Background: an optimization exercise with open tools, aiming at small area, a short achievable clock period and few clock cycles per item. Do not read the settings as production practice. In this exercise RTL edits were held to simulation tests only and were not proved equivalent to the original. Power and IR drop assume default switching activity.

## epsilon
## pwm_duty_temperature_converter_top
module pwm_duty_temperature_converter_top
#(
  parameter int COUNT_BITS = pdtc_pkg::COUNT_BITS_DEF
) (
  input  logic                     clk,
  input  logic                     rst_n,
  input  logic                     in_valid,
  output logic                     in_stall,
  input  logic                     in_pin_level,
  output logic                     out_valid,
  input  logic                     out_stall,
  output logic signed [pdtc_pkg::TEMP_W-1:0] out_temperature_centi,
  output logic [pdtc_pkg::VOLT_W-1:0]        out_voltage_mv,
  output logic [pdtc_pkg::SEG_W-1:0]         out_segment,
  input  logic                     cfg_valid,
  output logic                     cfg_ready,
  input  logic [2:0]               cfg_index,
  input  logic [pdtc_pkg::REG_W-1:0]         cfg_wdata
);
Size in the first run: roughly 2500 cells after synthesis, roughly 310 flip-flops, ~59 I/O pins, ~22000 um2 of cells after synthesis.
Settings: LEC_CHECK=0, CAP_MARGIN=20, CORE_MARGIN=2, CORE_UTILIZATION=40, SETUP_SLACK_MARGIN=5, SLEW_MARGIN=20; clock period 8.0 ns.
run.sh (not shown) runs the stock make flow with config.mk's settings and CLKGATE_MAP_FILE= SYNTH_SCRIPT=/design/flow/synth_recipe.tcl, a recipe that flattens the netlist after the stock synthesis.
epsilon ended with every stage complete and zero timing, DRC or antenna violations.
Testbench counts of epsilon, summed over its fixed seeds: cycles 36,526, windows 1,024.
Edits applied to the flow inputs when going from epsilon to gamma:
--- a/flow/design.v
+++ b/flow/design.v
@@ -97,13 +97,13 @@
           sc_r <= sc_p1;
           hc_r <= hc_new;
         end
       end
       hq_v    <= hq_v_nxt;
       close_r <= close_nxt;
-      stall_r <= cfg_valid || (hq_v_nxt && close_nxt);
+      stall_r <= (cfg_valid && (cfg_index == 3'd0)) || (hq_v_nxt && close_nxt);
     end
   end
   always_ff @(posedge clk) begin
     if (push) hq_h <= hc_new;
   end
   localparam logic [3:0] S_IDLE = 4'd0, S_D1 = 4'd2, S_M1 = 4'd3,
@@ -114,37 +114,32 @@
   logic        sn_r;                
   logic        neg_r, dz_r, ovt_r, ovv_r, sud_r;
   logic [30:0] xt_r, xv_r;          
   logic [16:0] ud_r;                
   logic out_free, seg;
   logic kp_v, sn_p;                 
-  logic [2:0] k_p;
   logic fix_r;                      
   assign out_free = !out_valid && !fix_r;
   assign seg      = hq_v && kp_v && ((st_r == S_IDLE) || (st_r == S_FIN && out_free));
   assign take     = (st_r == S_D1);
   logic [15:0] bx [7];
-  logic [6:0]  s_oh;                
-  logic [5:0]  g_r;                 
+  logic [5:0]  s_oh;                
   logic [15:0] bsel, bsel1;
+  logic        cmp;
   logic [2:0]  k_oh;
   always_comb begin
     for (int i = 0; i < 6; i++) bx[i] = bp_r[i];
     bx[6] = 16'd0;
     bsel  = '0;
     bsel1 = '0;
     for (int i = 0; i < 6; i++) begin
       bsel  = bsel  | (bx[i]   & {16{s_oh[i]}});
       bsel1 = bsel1 | (bx[i+1] & {16{s_oh[i]}});
     end
     k_oh  = {s_oh[4] | s_oh[5], s_oh[2] | s_oh[3], s_oh[1] | s_oh[3] | s_oh[5]};
-    k_p   = 3'd5;
-    for (int i = 4; i >= 0; i--) begin
-      if (g_r[i+1]) k_p = 3'(i);
-    end
-    sn_p  = (k_p == 3'd0) && g_r[0];
+    cmp   = (hq_h >= bsel);
   end
   logic [22:0] t5;
   logic [25:0] v5;
   assign t5 = {xt_r[24:4], 2'b00} + {2'b00, xt_r[24:4]};
   assign v5 = {xv_r[26:4], 2'b00} + {3'b000, xv_r[26:4]};
   logic [15:0] mag;
@@ -177,29 +172,33 @@
       endcase
     end
   end
   always_ff @(posedge clk) begin
     if (!rst_n) begin
       kp_v  <= 1'b0;
-      s_oh  <= 7'd1;
+      s_oh  <= 6'b000010;
     end else if (!hq_v || take) begin
       kp_v  <= 1'b0;
-      s_oh  <= 7'd1;
+      s_oh  <= 6'b000010;
     end else if (!kp_v) begin
-      if (s_oh[6]) begin
-        s_oh  <= 7'(7'd1 << k_p);
-        kp_v  <= 1'b1;
+      if (s_oh[0]) begin
+        sn_p <= cmp;
+        kp_v <= 1'b1;
+      end else if (cmp) begin
+        s_oh <= {1'b0, s_oh[5:1]};
+        sn_p <= 1'b0;
+        kp_v <= !s_oh[1];
+      end else if (s_oh[5]) begin
+        sn_p <= 1'b0;
+        kp_v <= 1'b1;
       end else begin
-        s_oh  <= {s_oh[5:0], 1'b0};
+        s_oh <= {s_oh[4:0], 1'b0};
       end
     end
   end
   always_ff @(posedge clk) begin
-    if (hq_v && !kp_v && !s_oh[6]) g_r <= {(hq_h >= bsel), g_r[5:1]};
-  end
-  always_ff @(posedge clk) begin
     if (seg) begin
       k_r   <= k_oh;
       sn_r  <= sn_p;
       xv_r  <= {11'd0, hq_h, 4'd0};
       xt_r  <= {15'd0, bsel};
       ud_r  <= {1'b0, bsel1};
Notes after the runs:
[compare] base=epsilon new=gamma: end-of-flow core utilization increased by 2.6 points relative to the old numbers, number of failing hold endpoints at the final stage closely matched the old numbers, row count decreased by about 1.2% relative to the old numbers, share of power burned in the clock network increased by 2.0 points relative to the old numbers, overall routed net length decreased by 1.9% relative to the old numbers. NOTE: leakage dissipation in gamma exceeds that of epsilon. Layout overhead on the synthesized area (higher): gamma. Side by side, sequential cell count of the final layout turned out lower in gamma than in epsilon. Number of vias per cell after detailed routing (gamma vs. epsilon) decreases slightly. First-pass GRT wire length on gamma is down relative to epsilon. gamma: full flow OK, the timing, DRC and antenna checks passed. The flow did not stop early for epsilon: all stages ran, and the layout cleared the timing, DRC and antenna checks. The final reports for gamma and epsilon show worst setup slack lower in the former. In the metrics for epsilon and gamma, the one carrying the higher number of gates given a new drive strength after cts is gamma. Looking at cell area across epsilon and gamma, the one that comes out higher is gamma. Net count after synthesis on gamma is down relative to epsilon.
Testbench counts of gamma, summed over its fixed seeds: cycles 36,256, windows 1,024.

==> re-timing with driven ports <==
Ports are ideal in the flow. The routed layouts listed here were re-timed in OpenROAD. Step 1 (the two cells are an assumption about what drives the block):
set clk [get_ports {clk}]
set_driving_cell -lib_cell sky130_fd_sc_hd__clkbuf_16 $clk
set_driving_cell -lib_cell sky130_fd_sc_hd__buf_2 [delete_from_list [all_inputs] $clk]
Step 2 times the ports against the registers' clock, not the clock port: input delays grow and output delays shrink by t, the midpoint of the rising clock arrivals with the driver on. Slacks: no drivers / after step 1 / after step 2; pairs: no drivers / after step 1.
run	t (ns)	slack for setup (ns)	hold slack, ns
epsilon	0.615	4.850 / 4.874 / 4.259	0.467 / 0.467 / 0.467
gamma	0.631	4.623 / 4.623 / 4.497	0.429 / 0.429 / 0.429
After both steps every run listed still meets setup and hold. The setup slack of epsilon, which loses most, moves by +0.024 ns with the drivers and by -0.591 ns with both steps.
